Context: an optimization exercise on an open-source flow, tuned for small area and a short achievable clock period. The choices shown serve that exercise and are no tape-out recipe.
Only simulation tests tie the RTL to the original design; equivalence was not proved.
No driver is modelled on the clock port, so clocking that relies on it looks cheaper here than on a real chip.
Power and IR drop assume default switching activity.

File: flow/config.mk
export PLATFORM = sky130hd
export DESIGN_NAME = fpu_8097_stack_ctl
export DESIGN_NICKNAME = fpu_8097_stack_ctl
export VERILOG_FILES = /design/flow/design.v
export SDC_FILE = /design/flow/constraint.sdc
export NUM_CORES = 4
export LEC_CHECK = 0
export CAP_MARGIN = 20
export CORE_MARGIN = 2
export CORE_UTILIZATION = 60
export SETUP_SLACK_MARGIN = 2.6
export SLEW_MARGIN = 20
export SYNTH_HIERARCHICAL = 1
export TNS_END_PERCENT = 10
File: flow/constraint.sdc
create_clock -name core_clock -period 5.0 [get_ports {clk}]
set_input_delay 1.0000 -clock core_clock [delete_from_list [all_inputs] [get_ports {clk}]]
set_output_delay 1.0000 -clock core_clock [all_outputs]
set_load 0.01 [all_outputs]
File: flow/design.v
module fpu_8097_stack_ctl #(
    parameter int DEPTH = 8,
    parameter int WIDTH = 80,
    localparam int TOPW = $clog2(DEPTH)
) (
    input  logic             clk,
    input  logic             rst,
    input  logic             op_valid,
    output logic             op_ready,
    input  logic [2:0]       op_code,
    input  logic [TOPW-1:0]  op_idx,
    input  logic [WIDTH-1:0] op_wdata,
    output logic             rsp_valid,
    input  logic             rsp_ready,
    output logic [WIDTH-1:0] rsp_data,
    output logic [7:0]       rsp_fault,
    input  logic             sw_clr,
    output logic [15:0]      sw,
    output logic [TOPW-1:0]  top,
    output logic [DEPTH-1:0] tag
);
    logic [DEPTH-1:0][WIDTH-1:0] mem;      
    logic [DEPTH-1:0][TOPW-1:0]  rel;      
    logic [DEPTH-1:0]            rtag;     
    logic [DEPTH-1:0]            sel;      
    logic                        f_any, f_ovf, f_ill;
    logic                        ie, c1;
    logic             acc, is_push, is_pop, is_read, is_wr, is_xch, is_free;
    logic             t0, t7, t_i, ovf, unf, ok_push, ok_pop, ok_xch, rd_ok;
    logic [TOPW-1:0]  ridx;
    logic [DEPTH-1:0] didx, rtag_n, nsel, wen, hit_i, hit_0, hit_7, rsel, pdec, tag_n;
    logic [WIDTH-1:0] rd;
    assign op_ready = !rsp_valid || rsp_ready;
    assign acc      = op_valid && op_ready;
    assign is_push = op_code == 3'd1;
    assign is_pop  = op_code == 3'd2;
    assign is_read = op_code == 3'd3;
    assign is_wr   = op_code == 3'd4;
    assign is_xch  = op_code == 3'd5;
    assign is_free = op_code == 3'd6;
    assign t0  = rtag[0];
    assign t7  = rtag[DEPTH-1];
    fpu_8097_stack_dec u_dec (.a(op_idx), .y(didx));
    assign t_i = |(didx & rtag);
    assign ok_push = is_push && !t7;
    assign ok_pop  = is_pop && t0;
    assign ok_xch  = is_xch && t0 && t_i;
    assign ovf     = is_push && t7;
    assign unf     = (is_pop && !t0) || (is_read && !t_i) || (is_xch && !(t0 && t_i));
    assign rd_ok   = ok_pop || ok_xch || (is_read && t_i);
    always_comb
        for (int s = 0; s < DEPTH; s++) begin
            hit_i[s] = rel[s] == op_idx;
            hit_0[s] = rel[s] == '0;
            hit_7[s] = rel[s] == TOPW'(DEPTH - 1);
        end
    assign wen = {DEPTH{acc}} & (({DEPTH{ok_push}} & hit_7) | ({DEPTH{is_wr}} & hit_i));
    always_ff @(posedge clk)
        for (int s = 0; s < DEPTH; s++)
            if (wen[s]) mem[s] <= op_wdata;
    assign rsel = is_read ? hit_i : hit_0;
    assign nsel = acc ? (rsel & {DEPTH{rd_ok}}) : sel;
    fpu_8097_stack_rdmux #(.DEPTH(DEPTH), .WIDTH(WIDTH)) u_rdmux (
        .mem(mem), .sel(nsel), .rd(rd)
    );
    always_comb
        for (int k = 0; k < DEPTH; k++)
            pdec[k] = TOPW'(TOPW'(k) - top) == op_idx;
    always_comb begin
        tag_n = tag;
        if (ok_push) tag_n[TOPW'(top - 1'b1)] = 1'b1;
        if (ok_pop)  tag_n[top] = 1'b0;
        if (is_wr)   tag_n = tag_n | pdec;
        if (is_free) tag_n = tag_n & ~pdec;
    end
    always_comb begin
        rtag_n = rtag;
        if (ok_push) rtag_n = {rtag[DEPTH-2:0], 1'b1};
        if (ok_pop)  rtag_n = {1'b0, rtag[DEPTH-1:1]};
        if (is_wr)   rtag_n = rtag_n | didx;
        if (is_free) rtag_n = rtag_n & ~didx;
    end
    assign rsp_fault = {3'b000, f_any, 2'b00, f_ill, f_ovf};
    assign sw        = {2'b00, top, 1'b0, c1, 1'b0, ie, ie, 5'b00000, ie};
    always_ff @(posedge clk or posedge rst) begin
        if (rst) begin
            top       <= '0;
            tag       <= '0;
            rtag      <= '0;
            sel       <= '0;
            for (int s = 0; s < DEPTH; s++) rel[s] <= TOPW'(s);
            rsp_data  <= '0;
            f_any     <= 1'b0;
            f_ovf     <= 1'b0;
            f_ill     <= 1'b0;
            ie        <= 1'b0;
            c1        <= 1'b0;
            rsp_valid <= 1'b0;
        end else begin
            if (acc) begin
                if (ok_push) top <= top - 1'b1;
                else if (ok_pop) top <= top + 1'b1;
                tag  <= tag_n;
                rtag <= rtag_n;
                for (int s = 0; s < DEPTH; s++) begin
                    if (ok_push) rel[s] <= rel[s] + 1'b1;
                    else if (ok_pop) rel[s] <= rel[s] - 1'b1;
                    else if (ok_xch && hit_0[s]) rel[s] <= op_idx;
                    else if (ok_xch && hit_i[s]) rel[s] <= '0;
                end
                f_any    <= unf || ovf || op_code == 3'd7;
                f_ovf    <= ovf;
                f_ill    <= op_code == 3'd7;
            end
            sel       <= nsel;
            rsp_data  <= rd;
            rsp_valid <= acc || (rsp_valid && !rsp_ready);
            ie <= (acc && (ovf || unf)) || (ie && !sw_clr);
            c1 <= (acc && (ovf || unf)) ? ovf : (c1 && !sw_clr);
        end
    end
endmodule
module fpu_8097_stack_rdmux #(
    parameter int DEPTH = 8,
    parameter int WIDTH = 80
) (
    input  logic [DEPTH-1:0][WIDTH-1:0] mem,
    input  logic [DEPTH-1:0]            sel,
    output logic [WIDTH-1:0]            rd
);
    always_comb begin
        rd = '0;
        for (int s = 0; s < DEPTH; s++)
            rd = rd | (mem[s] & {WIDTH{sel[s]}});
    end
endmodule
module fpu_8097_stack_dec (
    input  logic [2:0] a,
    output logic [7:0] y
);
    always_comb
        for (int k = 0; k < 8; k++)
            y[k] = a == 3'(k);
endmodule
File: flow/flow/run.sh
#!/bin/bash
# Standard ORFS layout with these changes: ports buffered with plain buffers (buf_1,
# outputs then buf_2)
# instead of delay cells, the buffers of timing-critical inputs sized for their
# load before CTS (flow/size_ports.tcl), the resizer allowed to change a cell's
# footprint, and a clock tree of smaller buffers without dummy loads.
set -euo pipefail
here=$(pwd)
bash standard.sh BUFFER_PORTS_ARGS="-buffer_cell sky130_fd_sc_hd__buf_1" MATCH_CELL_FOOTPRINT=0 \
  PRE_CTS_TCL="$here/flow/size_ports.tcl" \
  CTS_ARGS="-sink_clustering_enable -repair_clock_nets -buf_list sky130_fd_sc_hd__clkbuf_4 -sink_clustering_size 9 -sink_clustering_max_diameter 45 -dont_use_dummy_load" \
  finish > standard_flow.log 2>&1
File: flow/flow/size_ports.tcl
# Port buffers are inserted as buf_1. Size the buffers of timing-critical
# input ports for the load they drive (repair_timing leaves the buffers that
# buffer_ports inserted at their first size), and give every output port a buf_2.
estimate_parasitics -placement
foreach inst [get_cells input*] {
  set out [get_pins -of_objects $inst -filter "direction==output"]
  if {[get_property $out slack_max] > 2.5} { continue }
  set fo [llength [get_pins -of_objects [get_nets -of_objects $out] -filter "direction==input"]]
  if {$fo >= 12} {
    set cell sky130_fd_sc_hd__buf_8
  } elseif {$fo >= 6} {
    set cell sky130_fd_sc_hd__buf_6
  } elseif {$fo >= 3} {
    set cell sky130_fd_sc_hd__buf_4
  } else {
    set cell sky130_fd_sc_hd__buf_2
  }
  puts "size_ports: [get_full_name $inst] fanout $fo slack [get_property $out slack_max] -> $cell"
  replace_cell $inst [get_lib_cells $cell]
}
foreach inst [get_cells output*] {
  replace_cell $inst [get_lib_cells sky130_fd_sc_hd__buf_2]
}
File: flow/standard.sh
#!/bin/bash
# synth_recipe.tcl (not shown) runs the flow's synth.tcl, then flattens the netlist and writes it again
# the make line also repeats each setting of config.mk as NAME=value (left out here)
make -C /OpenROAD-flow-scripts/flow DESIGN_CONFIG=/design/flow/config.mk WORK_HOME=/design/flow/orfs CLKGATE_MAP_FILE= SYNTH_SCRIPT=/design/flow/synth_recipe.tcl "${@:-finish}"
==> reports/results.ini, run 1 <==
[setup_path]
startpoint_type = flop
endpoint_kind = output pin
crit_chain = buf_2
cp_top_family = flip-flops
cp_data_required_time_ps = 4000
slowest_stage = dfrtp_1
cpPeakStageDelay_ps = 470
cp_max_fo = 5
critical_path_buf_inv_count = 1
crit_arrival_ps = 1520
crit_type = flop to output pin

[cells_and_area]
nFillCells = 3464
final_nets = 2143
finish.instance_area_mm2 = 0.03269
fin_cells = 2678
syn_to_final_growth_pct = 9.898
drive_gt1_frac = 0.2057

[yosys]
seq_area_frac_synth = 0.7619
synthFlopType = edfxtp_1
async_flop_share = 0.1763
synth-edff-count = 640
syn_avg_cell_area_um2 = 17.11
synth_top_area_frac = 0.6462
synth.area.top_cells = edfxtp_1 65%, dfrtp_1 11%, a22oi_1 8.6%
yosysTopAreaCell = edfxtp_1
synth_cell_types = 59
synthesis.area_mm2 = 0.02974
synth_common_cells = 640 x edfxtp_1, 341 x a22oi_1, 125 x dfrtp_1
syn_inst = 1738
ys_ff_latch = 777
yosys_warnings = 9
synth_most_common_cell = edfxtp_1

[clock_tree]
cts_tree = built
holdBufCountCts = 0
insertion_delay_ps = 900
clk_pin_slew_ps = 100
numCtsBuffers = 103
cts_sinks = 777

[power_and_ir_drop]
p_seq_frac = 0.577
swShare = 0.2942
p_per_area_mw_per_mm2 = 414.1
pwr-share-comb = 0.211
power_switching_mw = 3.982
report.power.total_mw = 13.54
p_clk_frac = 0.211
p_int_mw = 9.554
vdd_drop_max_v = 0.0002441
p_leak_nw = 11.31

[detailed_routing]
drt_first_pass_iters = 7
wl_per_cell_um = 27.17
antenna_left = 0
drc_errors = 0
initialDrtViolationCount = 1726
wirelength_um = 72750
via_per_inst = 6.401
num_vias = 17140

[global_routing]
grt_pass1_wl_um = 104300
grt_start_max_net_pins = 138
grt_overflow = 0
antenna_found_initial = 8
gr-usage-all-layers = 0.2789
grt_pass1_vias = 16780

[floorplan]
die_y_um = 226.6
die_area_mm2 = 0.05137
coreArea_mm2 = 0.04895
dieWidth_um = 226.6
ios = 208
num_rows = 81
initial_core_util = 0.6076

[sta]
rsz0062_at_grt = true
fmax_mhz = 397.0
finClkSkew_ps = 86.46
min_period_over_period = 0.5037
tightest_slew_ps = 1010
hold_viol = 0
layout_setup_ws_ps = 2481
maxSlewHeadroom = 0.3268
totalNegativeSetupSlack_ps = 0
period_needed_ps = 2519
slew_violations = 0
setup_violations = 0

[placed_design]
placed_area_mm2 = 0.03101
place_ws_ps = 916.0
dpl.cell_count = 2527
port_buffers = 193
routabilityCongestion = 0.8117
dpl.hpwl_um = 36650

[min_path]
hold_path_class = input port to asynchronous set/reset pin

[outcome]
status = timing/DRC/antenna clean

[run]
maxCapViolations = 0

-- routing by layer --
metal  track usage  part of all wire  vias to the layer above
li1              -                 -                     7550
met1        0.3946              0.42                     8746
met2        0.4383              0.48                      738
met3       0.06492             0.081                      101
met4       0.08001             0.020                        8
met5             0           0.00067                        -
-- power groups by stage --
stage               Combinational, mW  Sequential, mW  Clock (mW)
CTS                              2.66            7.82        2.94
floorplan                        1.60            7.98           0
detailed placement               2.42            7.97           0
finish                           2.86            7.81        2.86
global route                     3.12            7.86        3.18
global placement                 2.39            7.98           0
-- registers in the layout, indices dropped and copies added (netlist names) --
signal	flops
mem	640
rsp_data	80
rel	24
rtag	8
sel	8
tag	8
top	3
c1	1
f_any	1
f_ill	1
f_ovf	1
ie	1
rsp_valid	1
-- per-stage QoR --
stage                       util  hold WS, ps
final                     0.6677        301.2
after detailed placement  0.6336        459.9
after global placement    0.6336        452.4
after global routing      0.6676        296.2
after floorplan                -        447.1
after CTS                 0.6571        251.2
-- worst paths after layout --
check / from / end / slack [ps] / cells past startpoint
worst max-delay path: top[2] / sw[13] / 2480 / 1
min in group core_clock: sw_clr / ie / 330 / 2
worst max register to register: rsp_valid / rsp_data[15] / 2550 / 9
worst min register to register: mem[270] / rsp_data[30] / 430 / 2
max in group asynchronous: rst / rsp_data[60] / 3840 / 3
worst min-delay path: rst / rsp_data[32] / 300 / 3
-- cell type report --
class | instances | area, um^2 | area share
Timing Repair Buffer | 274 | 1869 | 0.05719
Tap cell | 664 | 830.8 | 0.02542
Sequential cell | 777 | 22670 | 0.6935
Multi-Input combinational cell | 829 | 6432 | 0.1968
Antenna cell | 6 | 15.01 | 0.0004593
Clock buffer | 103 | 773.2 | 0.02366
Inverter | 25 | 97.59 | 0.002986
-- Yosys stat by module (local to each module, per instance), a selection --
module	copies in the design	cells inside	flops+latches	area (um^2)
fpu_8097_stack_ctl	1	1258	777	26010
fpu_8097_stack_dec	1	8	0	65.06
-- layout by cell type (no fill, tap or decap), drive strengths merged, types with 14 or more instances in the layout --
master  netlist  layout
inv          25      24
dfrtp       125     125
nor2         35      35
conb          1      14
edfxtp      640     640
nand3        14      14
mux2         17      17
buf         114     272
a22oi       341     341
xor2         38      38
o221ai       16      16
ha           42      42
a22o         12      24
o21ai        32      32
nand2        35      35
clkbuf       18     105
a21oi        32      32
nand4        83      83
-- logic make-up (layout without fill, tap and decap cells) --
| group | count (synthesis) | count (layout) | synth area share |
|---|---|---|---|
| AOI/OAI and AO/OA | 478 | 490 | 0.1177 |
| muxes | 24 | 24 | 0.008792 |
| buffers and inverters | 157 | 402 | 0.04039 |
| xor gates and xnor gates | 47 | 47 | 0.01384 |
| adders and majority gates | 42 | 42 | 0.01767 |
| other | 1 | 20 | 0.0001261 |
| DFF | 777 | 777 | 0.7619 |
| and+or+nand+nor | 212 | 212 | 0.03959 |
-- worst reg2reg max path, delay by kind of cell, from the launching register on --
| family | cells | cell delay (ps) |
|---|---|---|
| DFF | 1 | 400 |
| AOI/OAI and AO/OA | 2 | 510 |
| buffers and inverters | 3 | 570 |
| and+or+nand+nor | 4 | 840 |
-- what timing repair did --
action / in CTS / in global routing
setup endpoints to repair: 829 / 429
buffers inserted: 5 / 23
pin swaps: 7 / 5
resized for setup: 16 / 41
gates cloned: 8 / 6
==> run 2, diff against run 1 <==
--- a/flow/config.mk
+++ b/flow/config.mk
@@ -9,5 +9,5 @@
 export CORE_MARGIN = 2
 export CORE_UTILIZATION = 60
-export SETUP_SLACK_MARGIN = 2.6
+export SETUP_SLACK_MARGIN = 2.7
 export SLEW_MARGIN = 20
 export SYNTH_HIERARCHICAL = 1
==> reports/results.ini, run 2 <==
[outcome]
status = timing/DRC/antenna clean

[setup_path]
cpPeakStageDelay_ps = 460
cp_data_required_time_ps = 4000
cp_max_fo = 1
startpoint_type = flop
endpoint_kind = output pin
cp_top_family = flip-flops
crit_start = rsp_data[29]
r2r_start = rsp_valid
critical_path_buf_inv_count = 1
r2r_cells = 9
slowest_stage = dfrtp_1
r2r_setup_slack_ps = 2500
crit_type = flop to output pin
r2r_end = rsp_data[65]
crit_arrival_ps = 1520
crit_chain = buf_2

[detailed_routing]
initialDrtViolationCount = 1795
num_vias = 17200
wirelength_um = 73320
drc_errors = 0
antenna_left = 0
wl_per_cell_um = 27.36
via_per_inst = 6.418
drt_first_pass_iters = 5

[global_routing]
gr-usage-all-layers = 0.2801
grt_overflow = 0
grt_pass1_wl_um = 104700
antenna_found_initial = 8
grt_pass1_vias = 16820
grt_start_max_net_pins = 138

[clock_tree]
holdBufCountCts = 0
cts_sinks = 777
clk_pin_slew_ps = 100
cts_tree = built
numCtsBuffers = 103
insertion_delay_ps = 890

[cells_and_area]
largest_registers = mem: 640 flops, rsp_data: 80 flops, rel: 24 flops
drive_gt1_frac = 0.2081
utilization = 0.6685
final_nets = 2144
final_common_cell = edfxtp_1
syn_to_final_growth_pct = 10.03
mostFrequentLayoutCells = 640 x edfxtp_1, 318 x a22oi_1, 121 x dfrtp_1
largest_reg_flops = 640
finish.instance_area_mm2 = 0.03273
top_register = mem

[floorplan]
dieWidth_um = 226.6
num_rows = 81
ios = 208
coreArea_mm2 = 0.04895
die_area_mm2 = 0.05137
initial_core_util = 0.6076
die_y_um = 226.6

[yosys]
yosys_warnings = 9
synth-edff-count = 640
synth_compound_area_frac = 0.1177
syn_inst = 1738
synthesis.area_mm2 = 0.02974
async_flop_share = 0.1763
synth_common_cells = 640 x edfxtp_1, 341 x a22oi_1, 125 x dfrtp_1
ys_ff_latch = 777
yosys.area_share.simple = 0.03959
synth_top_area_frac = 0.6462
synth_cell_types = 59
synthFlopType = edfxtp_1
synth_top_family_by_area = compound AO/OA/AOI/OAI gates
synth.area.top_cells = edfxtp_1 65%, dfrtp_1 11%, a22oi_1 8.6%
synth_xor_area_frac = 0.01384
synthMuxAreaShare = 0.008792
syn_avg_cell_area_um2 = 17.11
synth_fa_ha_area_frac = 0.01767
synth_most_common_cell = edfxtp_1
yosysTopAreaCell = edfxtp_1
seq_area_frac_synth = 0.7619

[sta]
tightest_slew_ps = 930.5
slew_violations = 0
maxSlewHeadroom = 0.3796
hold_slack_ps = 332.4
finClkSkew_ps = 83.44
rsz0062_at_grt = true
min_period_over_period = 0.5040
setup_violations = 0
hold_viol = 0
period_needed_ps = 2520
layout_setup_ws_ps = 2480
fmax_mhz = 396.9
totalNegativeSetupSlack_ps = 0

[placed_design]
place_ws_ps = 916.0
dpl.hpwl_um = 36650
placed_area_mm2 = 0.03101
routabilityCongestion = 0.8117
port_buffers = 193

[power_and_ir_drop]
p_per_area_mw_per_mm2 = 413.7
p_leak_nw = 11.32
vdd_drop_max_v = 0.0002437

[min_path]
min_from = sw_clr
hold_depth = 2
min_to = ie
hold_path_class = input port to flop

[run]
maxCapViolations = 0

[run 2: changes by cell type in the layout (fill, tap and decap cells not counted), sizes merged]
cell    before  now
clkbuf     105  107
buf        272  271
diode        6    7
[run 2: how the worst max path moves through the flow]
stage | endpoint | depth (start not counted) | slack [ps]
global placement | mem[586] | 6 | 1030
finish | rsp_data[29] | 1 | 2480
detailed placement | mem[620] | 6 | 920
floorplan | mem[560] | 6 | 1520
CTS | rsp_data[29] | 1 | 2420
global route | op_ready | 2 | 2400
[run 2: per-stage QoR]
stage / std cells / total power, mW
6_report: 2680 / 13.54
5_1_grt: 2677 / 14.16
4_1_cts: 2644 / 13.42
3_5_place_dp: 2527 / 10.40
3_3_place_gp: 2527 / 10.36
2_1_floorplan: 1751 / 9.582
[run 2: timing repair]
item / CTS / global route
setup endpoints to repair: 837 / 532
buffers inserted: 5 / 23
resized for setup: 21 / 42
gates cloned: 9 / 6
pin swaps: 7 / 4
[run 2: cell type report]
type	instances	area, um^2
diodes	7	17.52
clock buffers	103	773.2
fillers	3448	16230
inverters	25	97.59
multi-input cells	829	6457
flip-flops and latches	777	22670
well taps	664	830.8
repair buffers	275	1882
[run 2: Yosys stat by module, one instance, submodules excluded, a selection]
module / cell area, um^2 / flip-flops and latches / copies in the design
fpu_8097_stack_dec: 65.06 / 0 / 1
fpu_8097_stack_ctl: 26010 / 777 / 1
[run 2: routing by layer]
layer | routed length [um] | GRT usage | vias to the layer above
met5 | 49 | 0 | -
met3 | 5952 | 0.06350 | 97
met2 | 35460 | 0.4421 | 750
li1 | - | - | 7561
met4 | 1360 | 0.08001 | 8
met1 | 30500 | 0.3960 | 8784
[run 2: cells by family (layout without fill, tap and decap cells)]
kind of cell	Yosys count	count (layout)
flops	777	777
fa+ha+maj	42	42
buf+inv	157	403
mux	24	24
simple gates	212	212
compound gates	478	490
other cells	1	21
xor+xnor	47	47
[run 2: report_power, final]
part / total (mW) / leakage, nW / switching, mW / internal (mW)
combinational: 2.87 / 3.35 / 1.73 / 1.14
sequential: 7.81 / 7.49 / 0.342 / 7.47
clock: 2.85 / 0.474 / 1.91 / 0.942
total: 13.5 / 11.3 / 3.98 / 9.55
==> run 3, diff against run 2 <==
--- a/flow/config.mk
+++ b/flow/config.mk
@@ -8,5 +8,5 @@
 export CAP_MARGIN = 20
 export CORE_MARGIN = 2
-export CORE_UTILIZATION = 60
+export CORE_UTILIZATION = 65
 export SETUP_SLACK_MARGIN = 2.7
 export SLEW_MARGIN = 20
==> reports/results.ini, run 3 <==
[yosys]
syn_avg_cell_area_um2 = 17.11
ys_ff_latch = 777
seq_area_frac_synth = 0.7619
synthFlopType = edfxtp_1
yosysTopAreaCell = edfxtp_1
synth_cell_types = 59
synth_top_area_frac = 0.6462
synth_common_cells = 640 x edfxtp_1, 341 x a22oi_1, 125 x dfrtp_1
async_flop_share = 0.1763
syn_inst = 1738
synth.area.top_cells = edfxtp_1 65%, dfrtp_1 11%, a22oi_1 8.6%
synthesis.area_mm2 = 0.02974
synth-edff-count = 640
yosys_warnings = 9
synth_most_common_cell = edfxtp_1

[floorplan]
coreArea_mm2 = 0.04528
ios = 208
die_y_um = 217.9
num_rows = 78
initial_core_util = 0.6568
die_area_mm2 = 0.04748
dieWidth_um = 217.9

[placed_design]
dpl.hpwl_um = 35770
place_ws_ps = 805.5
dpl.cell_count = 2459
port_buffers = 193
routabilityCongestion = 0.8820

[clock_tree]
insertion_delay_ps = 880
clk_pin_slew_ps = 90
cts_tree = built
holdBufCountCts = 0
cts_sinks = 777
numCtsBuffers = 102

[global_routing]
gr-usage-all-layers = 0.3087
antenna_found_initial = 6
grt_pass1_vias = 17230
grt_start_max_net_pins = 111
grt_pass1_wl_um = 107600
grt_overflow = 0

[sta]
totalNegativeSetupSlack_ps = 0
slew_violations = 0
fmax_mhz = 396.3
period_needed_ps = 2524
setup_violations = 0
maxSlewHeadroom = 0.4316
finClkSkew_ps = 81.01
hold_viol = 0
rsz0062_at_grt = true
min_period_over_period = 0.5047
tightest_slew_ps = 850.8
layout_setup_ws_ps = 2476

[power_and_ir_drop]
p_leak_nw = 12.15
p_per_area_mw_per_mm2 = 404.2
vdd_drop_max_v = 0.0002990

[cells_and_area]
syn_to_final_growth_pct = 18.07
fin_cells = 2695
utilization = 0.7755
largest_registers = mem: 640 flops, rsp_data: 80 flops, rel: 24 flops
final_common_cell = edfxtp_1
final_nets = 2225
drive_gt1_frac = 0.3124
top_register = mem
largest_reg_flops = 640
mostFrequentLayoutCells = 640 x edfxtp_1, 171 x a22oi_1, 170 x a22oi_2

[detailed_routing]
drc_errors = 0
wirelength_um = 85270
via_per_inst = 6.857
antenna_left = 0
initialDrtViolationCount = 2466
drt_first_pass_iters = 5
num_vias = 18480
wl_per_cell_um = 31.64

[outcome]
status = timing/DRC/antenna clean

[setup_path]
slowest_stage = a22o_4
cp_max_fo = 7
r2r_setup_slack_ps = 2580
cpMostUsedCell = clkbuf_16
cp_data_required_time_ps = 5670
crit_type = input port to flop
crit_chain = buf_12, clkbuf_16, and3b_2, a22oi_2, nand4_1, a21oi_2, nor2_4, clkbuf_16, a22o_4, clkbuf_16, a22oi_1, nand4_1
crit_arrival_ps = 3190
cpPeakStageDelay_ps = 340
endpoint_kind = flop
startpoint_type = input port

[run]
maxCapViolations = 0

[min_path]
hold_path_class = input port to asynchronous set/reset pin

[run 3: cell counts after synthesis]
No cell type changed its count.
[run 3: kinds of logic after synthesis]
kind of cell               after synthesis  synth area share
muxes                                   24          0.008792
and+or+nand+nor                        212           0.03959
AOI/OAI and AO/OA                      478            0.1177
other                                    1         0.0001261
adders and majority gates               42           0.01767
xor gates and xnor gates                47           0.01384
DFF                                    777            0.7619
buffers and inverters                  157           0.04039
[run 3: timing repair]
item | CTS | global route
pin swaps | 9 | 67
cloned | 13 | 57
resized for setup | 21 | 299
buffers inserted | 24 | 35
setup endpoints to repair | 864 | 804
[run 3: metrics by stage]
stage / hold slack [ps] / instance area, um^2 / power (mW)
2_1_floorplan: 447.1 / 29960 / 9.582
3_3_place_gp: 450.2 / 30940 / 10.34
3_5_place_dp: 459.5 / 30950 / 10.38
4_1_cts: 242.9 / 32380 / 13.44
5_1_grt: 262.2 / 35110 / 14.71
6_report: 281.1 / 35120 / 14.19
[run 3: where the power goes]
group | switching (mW) | internal (mW) | total (mW)
Sequential | 0.374 | 7.48 | 7.85
Clock | 1.93 | 0.932 | 2.86
Combinational | 2.02 | 1.46 | 3.49
[run 3: modules after synthesis (local to each module, per instance), a selection]
module              cells  cell area, um^2  flip-flops and latches
fpu_8097_stack_ctl   1258            26010                     777
fpu_8097_stack_dec      8            65.06                       0
[run 3: layout make-up]
| type | count | area (um^2) |
|---|---|---|
| tap | 600 | 750.7 |
| timing repair buffer | 352 | 3468 |
| multi-input combinational | 834 | 7353 |
| inverter | 25 | 97.59 |
| fill | 2591 | 10170 |
| sequential | 777 | 22670 |
| clock buffer | 102 | 765.7 |
| antenna | 5 | 12.51 |
[run 3: worst paths after layout]
path | cells past startpoint | start | endpoint
worst max-delay path | 12 | op_idx[0] | rsp_data[25]
worst min-delay path | 2 | rst | rsp_data[66]
worst max register to register | 9 | rtag[7] | rsp_data[25]
worst min register to register | 2 | mem[232] | rsp_data[72]
max in group asynchronous | 3 | rst | rsp_data[12]
min in group core_clock | 2 | sw_clr | ie
[run 3: critical path, delay by kind of cell]
| family | cells | cell delay, ps |
|---|---|---|
| and+or+nand+nor | 4 | 640 |
| buffers and inverters | 4 | 640 |
| AOI/OAI and AO/OA | 4 | 900 |
[run 3: routing by layer]
| metal | track usage | vias up | share of wire |
|---|---|---|---|
| met3 | 0.05858 | 204 | 0.11 |
| met1 | 0.4406 | 9418 | 0.38 |
| li1 | - | 7731 | - |
| met2 | 0.4915 | 1119 | 0.47 |
| met5 | 0 | - | 0.00056 |
| met4 | 0.09388 | 8 | 0.038 |
==> run 4, diff against run 3 <==
--- a/flow/config.mk
+++ b/flow/config.mk
@@ -8,6 +8,6 @@
 export CAP_MARGIN = 20
 export CORE_MARGIN = 2
-export CORE_UTILIZATION = 65
-export SETUP_SLACK_MARGIN = 2.7
+export CORE_UTILIZATION = 55
+export SETUP_SLACK_MARGIN = 2.6
 export SLEW_MARGIN = 20
 export SYNTH_HIERARCHICAL = 1
==> reports/results.ini, run 4 <==
[yosys]
ys_ff_latch = 777
synth-edff-count = 640
synth_top_area_frac = 0.6462
synth_cell_types = 59
yosys_warnings = 9
syn_avg_cell_area_um2 = 17.11
yosysTopAreaCell = edfxtp_1
seq_area_frac_synth = 0.7619
syn_inst = 1738
synthFlopType = edfxtp_1
synthesis.area_mm2 = 0.02974
synth_most_common_cell = edfxtp_1
async_flop_share = 0.1763
synth.area.top_cells = edfxtp_1 65%, dfrtp_1 11%, a22oi_1 8.6%
synth_common_cells = 640 x edfxtp_1, 341 x a22oi_1, 125 x dfrtp_1

[cells_and_area]
top_register = mem
final_common_cell = edfxtp_1
syn_to_final_growth_pct = 13.64
mostFrequentLayoutCells = 640 x edfxtp_1, 286 x a22oi_1, 121 x dfrtp_1
largest_reg_flops = 640
largest_registers = mem: 640 flops, rsp_data: 80 flops, rel: 24 flops
final_nets = 2202
nFillCells = 3975
drive_gt1_frac = 0.2458

[placed_design]
dpl.hpwl_um = 37290
port_buffers = 193
routabilityCongestion = 0.8623

[setup_path]
startpoint_type = input port
r2r_setup_slack_ps = 2470
endpoint_kind = flop
r2r_start = rtag[7]
r2r_end = rsp_data[67]
crit_type = input port to flop
cp_data_required_time_ps = 5740
r2r_cells = 11
crit_arrival_ps = 3350
cp_max_fo = 11

[floorplan]
die_y_um = 236.5
ios = 208
die_area_mm2 = 0.05595
dieWidth_um = 236.5
coreArea_mm2 = 0.05360
initial_core_util = 0.5549
num_rows = 85

[sta]
maxSlewHeadroom = 0.3611
min_period_over_period = 0.5232
tightest_slew_ps = 958.4
rsz0062_at_grt = true
totalNegativeSetupSlack_ps = 0
finClkSkew_ps = 111.3
period_needed_ps = 2616
hold_viol = 0
fmax_mhz = 382.3
setup_violations = 0
hold_slack_ps = 351.4
slew_violations = 0

[global_routing]
gr-usage-all-layers = 0.2775
grt_pass1_wl_um = 113600
antenna_found_initial = 12
grt_pass1_vias = 17370
grt_start_max_net_pins = 138
grt_overflow = 0

[detailed_routing]
initialDrtViolationCount = 1696
drt_first_pass_iters = 5
antenna_left = 0
via_per_inst = 6.375
num_vias = 17640
drc_errors = 0
wl_per_cell_um = 28.40
wirelength_um = 78570

[power_and_ir_drop]
p_per_area_mw_per_mm2 = 406.0
p_leak_nw = 11.77
report.power.total_mw = 13.72
vdd_drop_max_v = 0.0002276

[min_path]
hold_depth = 2
min_to = ie
hold_path_class = input port to flop
min_from = sw_clr

[clock_tree]
insertion_delay_ps = 910
holdBufCountCts = 0
clk_pin_slew_ps = 90
cts_tree = built
cts_sinks = 777
numCtsBuffers = 103

[outcome]
status = timing/DRC/antenna clean

[run]
maxCapViolations = 0

==> run 4: cell counts after synthesis <==
No cell type changed its count.
==> run 4: logic make-up after synthesis <==
group	count (synthesis)	share of synthesized area
buffers and inverters	157	0.04039
and+or+nand+nor	212	0.03959
AOI/OAI and AO/OA	478	0.1177
muxes	24	0.008792
adders and majority gates	42	0.01767
xor gates and xnor gates	47	0.01384
other	1	0.0001261
DFF	777	0.7619
==> run 4: timing repair <==
action	4_1_cts	5_1_grt
cloned	21	7
endpoints found under the setup margin	854	681
resized for setup	80	61
pin swaps	28	24
setup buffers	38	28
==> run 4: critical path, cell delays in order <==
cell and delay [ps]:
buf_12 130, buf_6 120, and3b_2 220, a22oi_2 190, nand4_1 180, a21oi_2 230
nor2_4 60, clkbuf_16 180, buf_8 130, a22o_4 270, buf_12 170, clkbuf_16 170
a22oi_1 180, nand4_1 110
==> run 4: final cells by class <==
class                   count  area (um^2)  area share
flip-flops and latches    777        22670      0.6706
multi-input cells         833         6713      0.1986
repair buffers            329         2668     0.07892
well taps                 696        870.8     0.02577
clock buffers             103        773.2     0.02288
inverters                  25        97.59    0.002887
diodes                      4        10.01   0.0002962
==> run 4: layer usage <==
layer	up-vias	track usage	share of wire	routed length, um
met1	9028	0.3852	0.41	32510
met3	155	0.06773	0.081	6348
met4	16	0.08381	0.025	1972
met5	-	0	0.0014	107
met2	760	0.4395	0.48	37630
li1	7680	-	-	-
==> run 4: worst max path at each step <==
stage / start / to / depth (start not counted)
2_1_floorplan: op_code[2] / mem[560] / 6
3_3_place_gp: op_idx[2] / rsp_data[57] / 12
3_5_place_dp: op_idx[2] / rsp_data[39] / 12
4_1_cts: rsp_valid / op_ready / 2
5_1_grt: rsp_data[59] / rsp_data[59] / 1
6_report: op_idx[2] / rsp_data[67] / 14
==> run 4: where the power goes <==
group          internal [mW]  total, mW  leakage [nW]  switching, mW
clock network          0.940       2.88         0.474           1.94
logic                   1.19       3.01          3.81           1.82
registers               7.47       7.83          7.49          0.356
total                   9.60       13.7          11.8           4.12
==> run 4: per-stage QoR <==
stage	instances	cell area, um^2	utilization	setup WS, ps
final	2767	33800	0.6306	2384
after global routing	2766	33800	0.6305	2385
after CTS	2728	33150	0.6184	2327
after detailed placement	2566	31220	0.5824	851.2
after global placement	2566	31220	0.5824	915.4
after floorplan	1751	29960	-	1524
==> run 4: modules after synthesis (local to each module, per instance), excerpt <==
| module | cells inside | flip-flops and latches |
|---|---|---|
| fpu_8097_stack_dec | 8 | 0 |
| fpu_8097_stack_ctl | 1258 | 777 |
==> run 5, diff against run 4 <==
--- a/flow/design.v
+++ b/flow/design.v
@@ -129,9 +129,23 @@
     output logic [WIDTH-1:0]            rd
 );
-    always_comb begin
-        rd = '0;
-        for (int s = 0; s < DEPTH; s++)
-            rd = rd | (mem[s] & {WIDTH{sel[s]}});
+    for (genvar b = 0; b < WIDTH; b++) begin : g_bit
+        logic n0, n1, n2;
+        fpu_8097_stack_aoi222 u_a (
+            .a0(mem[0][b]), .s0(sel[0]), .a1(mem[1][b]), .s1(sel[1]),
+            .a2(mem[2][b]), .s2(sel[2]), .y(n0)
+        );
+        fpu_8097_stack_aoi222 u_b (
+            .a0(mem[3][b]), .s0(sel[3]), .a1(mem[4][b]), .s1(sel[4]),
+            .a2(mem[5][b]), .s2(sel[5]), .y(n1)
+        );
+        assign n2 = !((mem[6][b] && sel[6]) || (mem[7][b] && sel[7]));
+        assign rd[b] = !(n0 && n1 && n2);
     end
+endmodule
+module fpu_8097_stack_aoi222 (
+    input  logic a0, s0, a1, s1, a2, s2,
+    output logic y
+);
+    assign y = !((a0 && s0) || (a1 && s1) || (a2 && s2));
 endmodule
 module fpu_8097_stack_dec (
--- a/flow/config.mk
+++ b/flow/config.mk
@@ -8,5 +8,5 @@
 export CAP_MARGIN = 20
 export CORE_MARGIN = 2
-export CORE_UTILIZATION = 55
+export CORE_UTILIZATION = 60
 export SETUP_SLACK_MARGIN = 2.6
 export SLEW_MARGIN = 20
==> reports/results.ini, run 5 <==
[outcome]
status = timing/DRC/antenna clean

[sta]
period_needed_ps = 2711
totalNegativeSetupSlack_ps = 0
fmax_mhz = 368.9
tightest_slew_ps = 920.7
slew_violations = 0
hold_viol = 0
layout_setup_ws_ps = 2289
finClkSkew_ps = 113.5
setup_violations = 0
min_period_over_period = 0.5422
maxSlewHeadroom = 0.3862
rsz0062_at_grt = true

[yosys]
synthesis.area_mm2 = 0.02915
yosys.area_share.simple = 0.03558
ys_ff_latch = 777
synth_top_area_frac = 0.6592
synth_top_family_by_area = compound AO/OA/AOI/OAI gates
synth_compound_area_frac = 0.1212
yosysTopAreaCell = edfxtp_1
yosys_warnings = 8
synth_xor_area_frac = 0.01382
synth_cell_types = 68
synth_fa_ha_area_frac = 0.01802
synth.area.top_cells = edfxtp_1 66%, dfrtp_1 11%, a222oi_1 5.5%
seq_area_frac_synth = 0.7773
synth-edff-count = 640
synth_common_cells = 640 x edfxtp_1, 160 x a222oi_1, 125 x dfrtp_1
synthFlopType = edfxtp_1
async_flop_share = 0.1763
synthMuxAreaShare = 0.009098
syn_inst = 1628
synth_most_common_cell = edfxtp_1
syn_avg_cell_area_um2 = 17.91

[run]
maxCapViolations = 0

[power_and_ir_drop]
p_leak_nw = 12.03
vdd_drop_max_v = 0.0003296
pwr-share-comb = 0.216
p_seq_frac = 0.574
p_clk_frac = 0.209
power_switching_mw = 3.983
swShare = 0.2944
p_per_area_mw_per_mm2 = 403.9
p_int_mw = 9.547

[placed_design]
port_buffers = 193
place_ws_ps = 778.1
routabilityCongestion = 0.8604
dpl.hpwl_um = 36260

[clock_tree]
insertion_delay_ps = 880
cts_tree = built
clk_pin_slew_ps = 80
holdBufCountCts = 0
cts_sinks = 777
numCtsBuffers = 102

[global_routing]
grt_pass1_vias = 17330
antenna_found_initial = 13
grt_overflow = 0
grt_start_max_net_pins = 138
grt_pass1_wl_um = 112300
gr-usage-all-layers = 0.3061

[setup_path]
crit_arrival_ps = 3410
cpPeakStageDelay_ps = 440
cp_top_family = compound AO/OA/AOI/OAI gates
crit_type = input port to flop
crit_chain = buf_12, clkbuf_16, and3b_2, a22oi_2, nand2_1, o22ai_2, a21oi_2, clkbuf_8, buf_12, a22o_4, buf_6, buf_12, a222oi_1, nand3_1
cp_data_required_time_ps = 5700
slowest_stage = a222oi_1
cpMostUsedCell = buf_12
endpoint_kind = flop
critical_path_buf_inv_count = 6
cp_max_fo = 8
startpoint_type = input port

[cells_and_area]
mostFrequentLayoutCells = 640 x edfxtp_1, 160 x a222oi_1, 121 x dfrtp_1
nFillCells = 3225
largest_registers = mem: 640 flops, rsp_data: 80 flops, rel: 24 flops
ff_latch_area_mm2 = 0.02267
largest_reg_flops = 640
drive_gt1_frac = 0.2362
multiInputGateArea_mm2 = 0.006399
final_nets = 2142
top_register = mem
syn_to_final_growth_pct = 14.89
final_common_cell = edfxtp_1

[floorplan]
coreArea_mm2 = 0.04785
dieWidth_um = 224.4
die_y_um = 224.4
num_rows = 80
initial_core_util = 0.6093
die_area_mm2 = 0.05037
ios = 208

[detailed_routing]
drt_first_pass_iters = 10
wirelength_um = 77930
initialDrtViolationCount = 2588
wl_per_cell_um = 29.64
via_per_inst = 6.758
num_vias = 17770
drc_errors = 0
antenna_left = 0

[min_path]
hold_path_class = input port to flop

## run 5: cell type report
cell class / count / share of cell area
multi-input combinational: 762 / 0.1910
timing repair buffer: 327 / 0.08143
tap: 615 / 0.02297
antenna: 7 / 0.0005230
inverter: 39 / 0.004482
clock buffer: 102 / 0.02286
sequential: 777 / 0.6767
## run 5: kinds of logic (layout without fill, tap and decap cells)
logic type	Yosys count	after routing
XOR/XNOR	46	46
flip-flops	777	777
AO/OA/AOI/OAI	421	438
adder cells (fa/ha/maj)	42	42
AND/OR/NAND/NOR	198	198
multiplexers	24	24
buffers and inverters	119	468
other	1	21
## run 5: per-module statistics from Yosys (local to each module, per instance), excerpt
module | flops+latches | cell area [um^2] | copies in the design
fpu_8097_stack_aoi222 | 0 | 10.01 | 160
fpu_8097_stack_ctl | 777 | 26200 | 1
fpu_8097_stack_dec | 0 | 65.06 | 1
## run 5: worst reg2reg max path: stages, from the launching register on
cell and delay [ps]:
dfstp_2 570, inv_1 90, ha_1 200, nor2b_1 170, inv_1 90, o21ai_1 180, a22o_4 370, buf_6 160
buf_12 130, a222oi_1 440, nand3_1 120
## run 5: path summary, 6_finish.rpt
| path | from | to | slack (ps) | cells past startpoint |
|---|---|---|---|---|
| worst max-delay path | op_idx[0] | rsp_data[61] | 2290 | 14 |
| worst min-delay path | sw_clr | ie | 390 | 2 |
| worst max register to register | rel[15] | rsp_data[61] | 2380 | 10 |
| worst min register to register | mem[584] | rsp_data[24] | 430 | 2 |
| max in group asynchronous | rst | rtag[0] | 3830 | 3 |
| min in group asynchronous | rst | rsp_data[45] | 440 | 3 |
## run 5: timing repair
item	in CTS	in global routing
endpoints found under the setup margin	459	787
buffers inserted	37	22
resized for setup	74	27
gates cloned	26	10
pin swaps	26	37
## run 5: routing by layer
metal | share of wire | global-route usage | up-vias
met3 | 0.095 | 0.05983 | 128
met4 | 0.021 | 0.09101 | 12
met5 | 0.0010 | 0 | -
met2 | 0.48 | 0.4827 | 936
met1 | 0.40 | 0.4411 | 9102
li1 | - | - | 7588
## run 5: power by group through the flow
stage / Combinational [mW] / Clock (mW) / Sequential, mW
after floorplan: 1.37 / 0 / 7.93
after global placement: 2.28 / 0 / 7.91
after detailed placement: 2.31 / 0 / 7.91
after CTS: 2.72 / 2.90 / 7.78
after global routing: 3.15 / 3.13 / 7.81
final: 2.93 / 2.83 / 7.77
## run 5: through the flow
| stage | util | cell area [um^2] | power (mW) | cells | hold slack, ps |
|---|---|---|---|---|---|
| global route | 0.7000 | 33490 | 14.09 | 2627 | 346.6 |
| global placement | 0.6468 | 30950 | 10.19 | 2425 | 462.4 |
| detailed placement | 0.6468 | 30950 | 10.22 | 2425 | 464.6 |
| finish | 0.7001 | 33500 | 13.53 | 2629 | 387.0 |
| CTS | 0.6899 | 33010 | 13.40 | 2590 | 308.9 |
| floorplan | - | 29360 | 9.297 | 1641 | 451.0 |
==> run 6, diff against run 5 <==
--- a/flow/config.mk
+++ b/flow/config.mk
@@ -9,5 +9,5 @@
 export CORE_MARGIN = 2
 export CORE_UTILIZATION = 60
-export SETUP_SLACK_MARGIN = 2.6
+export SETUP_SLACK_MARGIN = 2.7
 export SLEW_MARGIN = 20
 export SYNTH_HIERARCHICAL = 1
==> reports/results.ini, run 6 <==
[outcome]
status = timing/DRC/antenna clean

[yosys]
synth_fa_ha_area_frac = 0.01802
yosys.area_share.simple = 0.03558
synth_compound_area_frac = 0.1212
synth_cell_types = 68
yosys_warnings = 8
syn_avg_cell_area_um2 = 17.91
synth-edff-count = 640
synth_top_area_frac = 0.6592
synth_top_family_by_area = compound AO/OA/AOI/OAI gates
synth_most_common_cell = edfxtp_1
ys_ff_latch = 777
yosysTopAreaCell = edfxtp_1
syn_inst = 1628
synth.area.top_cells = edfxtp_1 66%, dfrtp_1 11%, a222oi_1 5.5%
synth_xor_area_frac = 0.01382
synthFlopType = edfxtp_1
synthMuxAreaShare = 0.009098
async_flop_share = 0.1763
synth_common_cells = 640 x edfxtp_1, 160 x a222oi_1, 125 x dfrtp_1
seq_area_frac_synth = 0.7773
synthesis.area_mm2 = 0.02915

[detailed_routing]
wl_per_cell_um = 31.00
wirelength_um = 82090
initialDrtViolationCount = 2710
via_per_inst = 6.821
drc_errors = 0
antenna_left = 0
drt_first_pass_iters = 10
num_vias = 18060

[clock_tree]
clk_pin_slew_ps = 90
cts_tree = built
insertion_delay_ps = 880
cts_sinks = 777
holdBufCountCts = 0
numCtsBuffers = 102

[floorplan]
initial_core_util = 0.6093
ios = 208
die_area_mm2 = 0.05037
die_y_um = 224.4
coreArea_mm2 = 0.04785
dieWidth_um = 224.4
num_rows = 80

[sta]
period_needed_ps = 2694
maxSlewHeadroom = 0.3768
finClkSkew_ps = 117.4
hold_viol = 0
setup_violations = 0
min_period_over_period = 0.5388
tightest_slew_ps = 934.8
fmax_mhz = 371.2
totalNegativeSetupSlack_ps = 0
layout_setup_ws_ps = 2306
rsz0062_at_grt = true
slew_violations = 0

[cells_and_area]
drive_gt1_frac = 0.2451
largest_reg_flops = 640
syn_to_final_growth_pct = 16.12
final_nets = 2163
final_common_cell = edfxtp_1
largest_registers = mem: 640 flops, rsp_data: 80 flops, rel: 24 flops
mostFrequentLayoutCells = 640 x edfxtp_1, 160 x a222oi_1, 120 x dfrtp_1
top_register = mem

[global_routing]
grt_start_max_net_pins = 138
antenna_found_initial = 14
grt_pass1_wl_um = 117400
grt_pass1_vias = 17550
grt_overflow = 0
gr-usage-all-layers = 0.3218

[min_path]
min_from = sw_clr
hold_path_class = input port to flop

[placed_design]
routabilityCongestion = 0.8604
dpl.hpwl_um = 36260
place_ws_ps = 778.1
port_buffers = 193

[setup_path]
r2r_start = rtag[0]
startpoint_type = input port
endpoint_kind = flop
cpPeakStageDelay_ps = 400
cp_max_fo = 7
crit_chain = buf_12, clkbuf_16, and3b_2, a22oi_2, nand2_1, o22ai_2, a21oi_2, clkbuf_8, buf_6, a22o_4, buf_12, clkbuf_16, a222oi_1, nand3_1
crit_arrival_ps = 3400
critical_path_buf_inv_count = 6
crit_type = input port to flop
cp_data_required_time_ps = 5710
slowest_stage = a222oi_1
crit_start = op_idx[0]
cp_top_family = compound AO/OA/AOI/OAI gates

[power_and_ir_drop]
p_leak_nw = 12.19
vdd_drop_max_v = 0.0003323
p_per_area_mw_per_mm2 = 403.6

[run]
maxCapViolations = 0

-- run 6: layer usage --
| layer | global-route usage | vias up | routed length [um] |
|---|---|---|---|
| li1 | - | 7657 | - |
| met1 | 0.4649 | 9212 | 32540 |
| met2 | 0.5064 | 1051 | 39140 |
| met3 | 0.06715 | 129 | 8461 |
| met4 | 0.08823 | 14 | 1852 |
| met5 | 0 | - | 87 |
-- run 6: what timing repair did --
action | CTS | global route
endpoints found under the setup margin | 811 | 837
gates resized for setup | 94 | 21
pin swaps | 40 | 44
gates cloned | 41 | 11
setup buffers | 48 | 16
-- run 6: final timing paths --
check                               end  slack [ps]  cells after the start
max                        rsp_data[54]        2310                     14
min                                  ie         390                      2
max reg2reg                rsp_data[54]        2420                     11
min reg2reg                rsp_data[24]         430                      2
max in group asynchronous       rtag[0]        3820                      3
min in group asynchronous  rsp_data[45]         410                      3
-- run 6: cell families after synthesis --
group	Yosys count
other	1
buffers and inverters	119
xor gates and xnor gates	46
and+or+nand+nor	198
DFF	777
muxes	24
AOI/OAI and AO/OA	421
adders and majority gates	42
-- run 6: worst register-to-register path: stages (launching register included) --
cell and delay [ps]:
dfrtp_2 490, a22oi_2 190, nand2_1 120, o22ai_2 190, a21oi_2 70, clkbuf_8 180
buf_6 120, a22o_4 300, buf_12 160, clkbuf_16 150, a222oi_1 400, nand3_1 120
-- run 6: report_power, final --
| group | internal [mW] | total (mW) | switching [mW] |
|---|---|---|---|
| registers | 7.44 | 7.78 | 0.333 |
| logic | 1.22 | 3.04 | 1.83 |
| clock network | 0.931 | 2.85 | 1.92 |
| total | 9.59 | 13.7 | 4.07 |
-- run 6: cell type report --
class | instances | area [um^2]
Tap cell | 615 | 769.5
Sequential cell | 777 | 22670
Clock buffer | 102 | 765.7
Timing Repair Buffer | 342 | 2979
Multi-Input combinational cell | 768 | 6506
Fill cell | 3153 | 13990
Inverter | 39 | 153.9
Antenna cell | 5 | 12.51
-- run 6: per-stage QoR --
stage,cell area [um^2],cells,utilization,power [mW],hold slack [ps]
after floorplan,29360,1641,-,9.297,451.0
after global placement,30950,2425,0.6468,10.19,462.4
after detailed placement,30950,2425,0.6468,10.22,464.6
after CTS,33470,2616,0.6996,13.56,308.9
after global routing,33850,2646,0.7075,14.20,346.5
final,33860,2648,0.7076,13.67,385.1
-- run 6: Yosys stat by module (local to each module, per instance), excerpt --
module	cell area [um^2]	flip-flops and latches	times used
fpu_8097_stack_ctl	26200	777	1
fpu_8097_stack_dec	65.06	0	1
fpu_8097_stack_aoi222	10.01	0	160

what the ideal ports hide:
In the flow no input, the clock included, has a driving cell. The finished layouts below were timed again as built, in two steps. Step 1, drivers: a clkbuf_16 drives clk and a buf_2 each remaining input, both assumed. Step 2, shift: input delay + t, output delay - t, t = (earliest + latest rising clock arrival at the registers) / 2. This alone moves slack from input paths to output paths. Three values: ideal, step 1, step 2; two values: the first two.
run	t, ns	setup WS [ns]	worst setup path after step 2
run 1	0.917	2.481 / 2.421 / 1.611	input to register
run 2	0.910	2.480 / 2.421 / 1.595	input to register
run 3	0.899	2.476 / 2.446 / 1.570	input to register
run 4	0.918	2.384 / 2.385 / 1.467	input to register
run 5	0.879	2.289 / 2.299 / 1.420	input to register
run 6	0.882	2.306 / 2.318 / 1.436	input to register
After both steps setup and hold are still met in every run listed. For run 4, which loses most, drivers alone change the setup slack by +0.001 ns; drivers and shift together by -0.917 ns.
